Context: an optimization exercise on an open-source flow, tuned for small area and a short achievable clock period. The choices shown serve that exercise and are no tape-out recipe.
Function was checked by simulation only, so behaviour that the tests miss may differ from the original.
Power and IR drop assume default switching activity.

==> design.v <==
package regfile_pkg;
  localparam int unsigned DATA_W     = 32;
  localparam int unsigned ADDR_W     = 5;
  localparam int unsigned NUM_REGS   = 2 ** ADDR_W;
  localparam int unsigned WR_COUNT_W = 16;
  typedef logic [ADDR_W-1:0] reg_addr_t;
  typedef logic [DATA_W-1:0] reg_data_t;
  function automatic logic [WR_COUNT_W-1:0] sat_inc(input logic [WR_COUNT_W-1:0] val);
    logic [WR_COUNT_W-1:0] res;
    res = (&val) ? val : val + 1'b1;
    sat_inc = res;
  endfunction
endpackage
import regfile_pkg::*;
module rb_or8 (
  input  logic [7:0] d,
  input  logic [7:0] s,
  output logic       y
);
  assign y = |(d & s);
endmodule
module rb_or6 (
  input  logic [5:0] d,
  input  logic [5:0] s,
  output logic       y
);
  assign y = |(d & s);
endmodule
module rb_aoi211 (
  input  logic a, b, c, d,
  output logic y
);
  assign y = ~((a & b) | c | d);
endmodule
module rb_nor2 (
  input  logic a, b,
  output logic y
);
  assign y = ~(a | b);
endmodule
module rb_nand2 (
  input  logic a, b,
  output logic y
);
  assign y = ~(a & b);
endmodule
module rb_aoi32 (
  input  logic a0, a1, a2, b0, b1,
  output logic y
);
  assign y = ~((a0 & a1 & a2) | (b0 & b1));
endmodule
module rb_mux_bit #(
  parameter bit BYPASS = 1'b0
) (
  input  logic [31:1] i_d,
  input  logic [31:1] i_s,
  input  logic        i_fwd,
  input  logic        i_nfwd,
  input  logic        i_wd_n,
  output logic        o_y
);
  logic [3:0] w_p;
  logic [1:0] w_q;
  rb_or8  u_g0 (.d(i_d[8:1]),   .s(i_s[8:1]),   .y(w_p[0]));
  rb_or8  u_g1 (.d(i_d[16:9]),  .s(i_s[16:9]),  .y(w_p[1]));
  rb_or8  u_g2 (.d(i_d[24:17]), .s(i_s[24:17]), .y(w_p[2]));
  rb_or6  u_g3 (.d(i_d[30:25]), .s(i_s[30:25]), .y(w_p[3]));
  rb_nor2   u_q0 (.a(w_p[0]), .b(w_p[1]), .y(w_q[0]));
  rb_aoi211 u_q1 (.a(i_d[31]), .b(i_s[31]), .c(w_p[2]), .d(w_p[3]), .y(w_q[1]));
  if (BYPASS) begin : g_fwd
    rb_aoi32 u_out (
      .a0 (w_q[0]), .a1 (w_q[1]), .a2 (i_nfwd),
      .b0 (i_fwd),  .b1 (i_wd_n),
      .y  (o_y)
    );
  end else begin : g_nofwd
    rb_nand2 u_out (.a(w_q[0]), .b(w_q[1]), .y(o_y));
  end
endmodule
module rb_sel_group (
  input  logic [3:0]  i_lo,
  input  logic [7:0]  i_hi,
  input  logic [31:1] i_valid,
  output logic [31:1] o_sel
);
  always_comb begin
    for (int unsigned i = 1; i < 32; i++) begin
      o_sel[i] = i_lo[i % 4] && i_hi[i / 4] && i_valid[i];
    end
  end
endmodule
module reg_read_port
#(
  parameter bit BYPASS = 1'b0
) (
  input  logic                        i_rst,
  input  logic [NUM_REGS*DATA_W-1:0]  i_regs,
  input  logic [NUM_REGS-1:0]         i_valid,
  input  regfile_pkg::reg_addr_t      i_rd_addr,
  input  logic                        i_wr_en,
  input  regfile_pkg::reg_addr_t      i_wr_addr,
  input  regfile_pkg::reg_data_t      i_wr_data_n,
  output regfile_pkg::reg_data_t      o_rd_data
);
  logic                   w_fwd;
  logic                   w_nfwd;
  logic [3:0]             w_lo;
  logic [7:0]             w_hi;
  logic [31:1]            w_sel [4];
  assign w_fwd = BYPASS && i_wr_en && (i_wr_addr == i_rd_addr) && (i_rd_addr != '0) && !i_rst;
  assign w_nfwd = !w_fwd;
  always_comb begin
    for (int unsigned j = 0; j < 4; j++) begin
      w_lo[j] = (i_rd_addr[1:0] == 2'(j)) && !i_rst;
    end
    for (int unsigned k = 0; k < 8; k++) begin
      w_hi[k] = (i_rd_addr[4:2] == 3'(k));
    end
  end
  for (genvar g = 0; g < 4; g++) begin : g_selgrp
    rb_sel_group u_sel (
      .i_lo    (w_lo),
      .i_hi    (w_hi),
      .i_valid (i_valid[31:1]),
      .o_sel   (w_sel[g])
    );
  end
  for (genvar b = 0; b < DATA_W; b++) begin : g_bit
    logic [31:1] w_d;
    always_comb begin
      for (int unsigned i = 1; i < NUM_REGS; i++) begin
        w_d[i] = i_regs[i*DATA_W + b];
      end
    end
    rb_mux_bit #(
      .BYPASS (BYPASS)
    ) u_mux (
      .i_d    (w_d),
      .i_s    (w_sel[b / 8]),
      .i_fwd  (w_fwd),
      .i_nfwd (w_nfwd),
      .i_wd_n (i_wr_data_n[b]),
      .o_y    (o_rd_data[b])
    );
  end
endmodule
import regfile_pkg::*;
module reg_bank_32x32
(
  input  logic                          clk,
  input  logic                          rst,
  input  logic                          wr_en,
  input  regfile_pkg::reg_addr_t        wr_addr,
  input  regfile_pkg::reg_data_t        wr_data,
  input  regfile_pkg::reg_addr_t        rs_addr,
  input  regfile_pkg::reg_addr_t        rt_addr,
  input  regfile_pkg::reg_addr_t        dbg_addr,
  output regfile_pkg::reg_data_t        rs_data,
  output regfile_pkg::reg_data_t        rt_data,
  output regfile_pkg::reg_data_t        dbg_data,
  output logic [WR_COUNT_W-1:0]         wr_count
);
  localparam bit OperandBypass = 1'b1;
  logic [NUM_REGS*DATA_W-1:0]      r_regs;
  logic [NUM_REGS-1:0]             r_valid;
  logic [WR_COUNT_W-1:0]           r_wr_count;
  logic                            w_wr_commit;
  logic [NUM_REGS-1:0]             w_wr_sel;
  regfile_pkg::reg_data_t          w_wr_data_n;
  assign w_wr_commit = wr_en && (wr_addr != '0);
  always_comb begin
    w_wr_sel = '0;
    for (int unsigned i = 1; i < NUM_REGS; i++) begin
      w_wr_sel[i] = wr_en && (wr_addr == ADDR_W'(i));
    end
  end
  assign r_regs[DATA_W-1:0] = '0;
  assign r_valid[0]         = 1'b0;
  for (genvar g = 1; g < NUM_REGS; g++) begin : g_reg
    always_ff @(posedge clk) begin
      if (w_wr_sel[g]) begin
        r_regs[g*DATA_W +: DATA_W] <= wr_data;
      end
    end
    always_ff @(posedge clk or posedge rst) begin
      if (rst) begin
        r_valid[g] <= 1'b0;
      end else if (w_wr_sel[g]) begin
        r_valid[g] <= 1'b1;
      end
    end
  end
  always_ff @(posedge clk or posedge rst) begin
    if (rst) begin
      r_wr_count <= '0;
    end else if (w_wr_commit) begin
      r_wr_count <= regfile_pkg::sat_inc(r_wr_count);
    end
  end
  assign wr_count = r_wr_count;
  assign w_wr_data_n = ~wr_data;
  reg_read_port #(
    .BYPASS   (OperandBypass)
  ) u_rs_port (
    .i_rst       (rst),
    .i_regs      (r_regs),
    .i_valid     (r_valid),
    .i_rd_addr   (rs_addr),
    .i_wr_en     (wr_en),
    .i_wr_addr   (wr_addr),
    .i_wr_data_n (w_wr_data_n),
    .o_rd_data   (rs_data)
  );
  reg_read_port #(
    .BYPASS   (OperandBypass)
  ) u_rt_port (
    .i_rst       (rst),
    .i_regs      (r_regs),
    .i_valid     (r_valid),
    .i_rd_addr   (rt_addr),
    .i_wr_en     (wr_en),
    .i_wr_addr   (wr_addr),
    .i_wr_data_n (w_wr_data_n),
    .o_rd_data   (rt_data)
  );
  reg_read_port #(
    .BYPASS   (1'b0)
  ) u_dbg_port (
    .i_rst       (rst),
    .i_regs      (r_regs),
    .i_valid     (r_valid),
    .i_rd_addr   (dbg_addr),
    .i_wr_en     (wr_en),
    .i_wr_addr   (wr_addr),
    .i_wr_data_n (w_wr_data_n),
    .o_rd_data   (dbg_data)
  );
endmodule
==> flow/run.sh <==
#!/bin/bash
# Own flow: the standard layout (standard.sh, all steps unchanged), with
# one difference: the input and output ports are buffered with buf_2 cells
# instead of the delay buffers that buffer_ports picks by default. Every
# port still gets its own buffer. make's full output goes to
# flow_standard.log in the work folder; each ORFS step keeps its own log
# under orfs/logs/.
set -euo pipefail
export BUFFER_PORTS_ARGS="-buffer_cell sky130_fd_sc_hd__buf_2"
bash standard.sh > flow_standard.log 2>&1
==> standard.sh <==
#!/bin/bash
# synth_recipe.tcl (not shown) runs the flow's synth.tcl, then flattens the netlist and writes it again
# the make line also repeats each setting of config.mk as NAME=value (left out here)
make -C /OpenROAD-flow-scripts/flow DESIGN_CONFIG=/design/flow/config.mk WORK_HOME=/design/flow/orfs CLKGATE_MAP_FILE= SYNTH_SCRIPT=/design/flow/synth_recipe.tcl "${@:-finish}"
==> config.mk <==
export PLATFORM = sky130hd
export DESIGN_NAME = reg_bank_32x32
export DESIGN_NICKNAME = reg_bank_32x32
export VERILOG_FILES = /design/flow/design.v
export SDC_FILE = /design/flow/constraint.sdc
export NUM_CORES = 4
export LEC_CHECK = 0
export CAP_MARGIN = 20
export CORE_MARGIN = 2
export CORE_UTILIZATION = 45
export CTS_CLUSTER_DIAMETER = 75
export CTS_CLUSTER_SIZE = 24
export PLACE_DENSITY = 0.62
export SETUP_SLACK_MARGIN = 1.8
export SLEW_MARGIN = 20
export SYNTH_HIERARCHICAL = 1
export SYNTH_MINIMUM_KEEP_SIZE = 0
==> constraint.sdc <==
create_clock -name core_clock -period 6.0 [get_ports {clk}]
set_input_delay 1.2000 -clock core_clock [delete_from_list [all_inputs] [get_ports {clk}]]
set_output_delay 1.2000 -clock core_clock [all_outputs]
set_load 0.01 [all_outputs]
==> metrics.md <==
| Metric | Value |
|---|---|
| Worst path slowest cell | `or3_4` |
| Net Sw Power | `4.16 mW` |
| Vias in the first global route | `42072` |
| Place WS | `702 ps` |
| Die X | `338 um` |
| # rows | `122` |
| First-pass GRT wire length | `325 mm` |
| PwrDens | `242 nW/um^2` |
| DR WL/cell | `41.7 um` |
| Die Ht | `338 um` |
| Top achievable clock speed | `222 MHz` |
| H-Tree Depth | `2` |
| Min Tclk post-route | `4510 ps` |
| Mapped Cells | `3762` |
| Max FO, Critical Path | `6` |
| Clk network pwr share | `32.6%` |
| Fin Setup TNS | `0 ps` |
| Fin Clk Skew | `4.38 ps` |
| Max clock buf depth | `3` |
| HPWL after detailed placement | `145 mm` |
| Number of DRC markers in iteration 0 | `8231` |
| Area delta synth->final | `23.1%` |
| CP cell instances | `buf_12 -> or3_4 -> clkinvlp_4 -> buf_12 -> buf_16 -> and3_4 -> buf_12 -> a22oi_1 -> nand4_1 -> nor2_1 -> a32oi_2 -> buf_2` |
| Max VDD drop | `0.252 mV` |
| Post-route setup slack | `1490 ps` |
| Placer Congestion | `1.01` |
| Sequential Power Share | `57.9%` |
| Worst-Margin Slew | `1200 ps` |
| Share of post-route cells with drive strength above 1 | `33.5%` |
| Die area | `114000 um^2` |
| Initial Utilization | `45.4%` |
| Vias per inst | `8.01` |
| Most frequent cells in the layout | `1182 x a22oi_1, 992 x edfxtp_1, 294 x nand4_1` |
| Critical Path Most Common Cell | `buf_12` |
| Skew-Pair Late Insertion Delay | `730 ps` |
| Number of max-cap violations | `0` |
| Final-stage net count | `4267` |
| Synthesized area | `50200 um^2` |
| CP bufs+invs | `6` |
| Hold Crit Class | `reg2reg` |
| Ratio of final minimum period to clock period | `75.2%` |
| Root Buffer | `clkbuf_16` |
| Hold buffers post-CTS | `0` |
| CP Launch Type | `input port` |
| Clk sinks | `1039` |
| FF+latch area | `31000 um^2` |
| Final setup viols | `0` |
| DRC | `0` |
| RSZ-0062 raised after global routing | `yes` |
| Initial antenna violation count | `16` |
| Crit path arrival time | `3310 ps` |
| Critical Path Sink Type | `output port` |
| Sw frac | `27.9%` |
| Slowest stage delay, CP | `410 ps` |
| Clock transition at path regs | `90 ps` |
| All-Layer GR Usage | `40.6%` |
| Cell family with the largest share of critical-path delay | `simple AND/OR/NAND/NOR gates` |
| Routed Antenna Nets | `0` |
| GR Overflow Total | `0` |
| Int Pwr | `10.8 mW` |
| Status | `timing/DRC/antenna clean` |
| Top Ports | `167` |
| Largest net degree at the start of global routing | `48` |
| Router iterations before antenna repair | `9` |
| Final Hold Fails | `0` |
| Avg Inst Size Synth | `13.3 um^2` |
| YS warnings | `12` |
| Syn Nets | `3819` |
| Worst EP required | `4800 ps` |
| Commonest non-fill, non-tap cell in the layout | `a22oi_1` |
| Kind of critical path | `in2out` |
| CTS tree | `yes` |
| Final Max Tran Viols | `0` |
| Num CTS Buffers | `60` |
| Worst rel slew slack | `19.9%` |
| Total core area | `111000 um^2` |
| Overall routed net length | `240 mm` |
| Multi-input logic area | `22800 um^2` |
| Fillers | `8936` |
| Comb power frac | `9.5%` |
| PortBufs | `166` |
| Leak Pwr | `19.4 nW` |
| Via count | `46136` |
-- power by group through the flow --
| stage | clock network (mW) | logic, mW | registers [mW] |
|---|---|---|---|
| after detailed placement | 0 | 1.10 | 8.70 |
| after global routing | 5.13 | 1.44 | 8.62 |
| after floorplan | 0 | 0.483 | 8.45 |
| final | 4.87 | 1.42 | 8.64 |
| after global placement | 0 | 1.10 | 8.69 |
| after CTS | 4.89 | 1.31 | 8.56 |
-- per-layer routing --
layer	vias to the layer above	track usage [%]	share of wire [%]
met4	24	24.9	8.2
met2	4639	58.3	41
met5	-	1.11	0.25
met1	22551	52.2	35
met3	1190	15.0	15
li1	17732	-	-
-- repair_timing --
item | in CTS | in global routing
resized for setup | 904 | 264
endpoints found under the setup margin | 96 | 96
buffers inserted | 91 | 31
gates cloned | 24 | 2
pin swaps | 262 | 234
-- worst paths after layout --
check                           cells after the start             end            from  slack (ps)
worst max-delay path                               12      rt_data[5]      rt_addr[4]        1490
worst min-delay path                                1  r_wr_count[15]  r_wr_count[15]         500
worst max register to register                      6   r_wr_count[1]   r_wr_count[0]        4110
worst min register to register                      1  r_wr_count[15]  r_wr_count[15]         500
max in group asynchronous                           3     r_valid[17]             rst        4570
min in group asynchronous                           3      r_valid[2]             rst         830
-- stage by stage --
| step | util (%) | total power [mW] | cells | instance area [um^2] | hold slack (ps) |
|---|---|---|---|---|---|
| detailed placement | 48.7 | 9.80 | 5486 | 53900 | 476 |
| global placement | 48.7 | 9.79 | 5486 | 53900 | 484 |
| floorplan | - | 8.93 | 3762 | 50300 | 522 |
| global route | 55.8 | 15.2 | 5747 | 61700 | 516 |
| CTS | 54.5 | 14.7 | 5711 | 60300 | 496 |
| finish | 55.8 | 14.9 | 5762 | 61800 | 499 |
-- final cells by class --
type	instances	share of cell area, %
Sequential cell	1039	50.1
Multi-Input combinational cell	2680	36.8
Timing Repair Buffer	394	6.39
Tap cell	1488	3.01
Clock buffer	77	2.60
Clock inverter	33	0.747
Inverter	35	0.227
Antenna cell	16	0.0648
-- sequential cells by signal, indices dropped and copies added (netlist names) --
name	cells
r_wr_count	16
r_valid	31
r_regs	992

## what the ideal ports hide
Ports are ideal in the flow. The routed layout listed here was re-timed in OpenROAD.
Step 1 sets driving cells, clkbuf_16 on the clock port and buf_2 on the other inputs (assumed; they add their load-dependent delay and slew).
Step 2 adds t to the input delays and takes it off the output delays; t is the mean of the earliest and latest rising clock arrival at the registers after step 1. Input paths then give back, and output paths get back, about the clock's delay inside the block.
Three values: ideal, step 1, step 2; two values: the first two.
t (ns): 0.799
slack for setup (ns): 1.487 / 1.315 / 1.315
hold slack, ns: 0.499 / 0.499 / 0.499
slew at the worst register clock pin (ns): 0.10 / 0.10
worst slew at a driven data input, ns: 0.24
After both steps this run still meets setup and hold. The setup slack of this run moves by -0.172 ns with the drivers and by -0.172 ns with both steps.
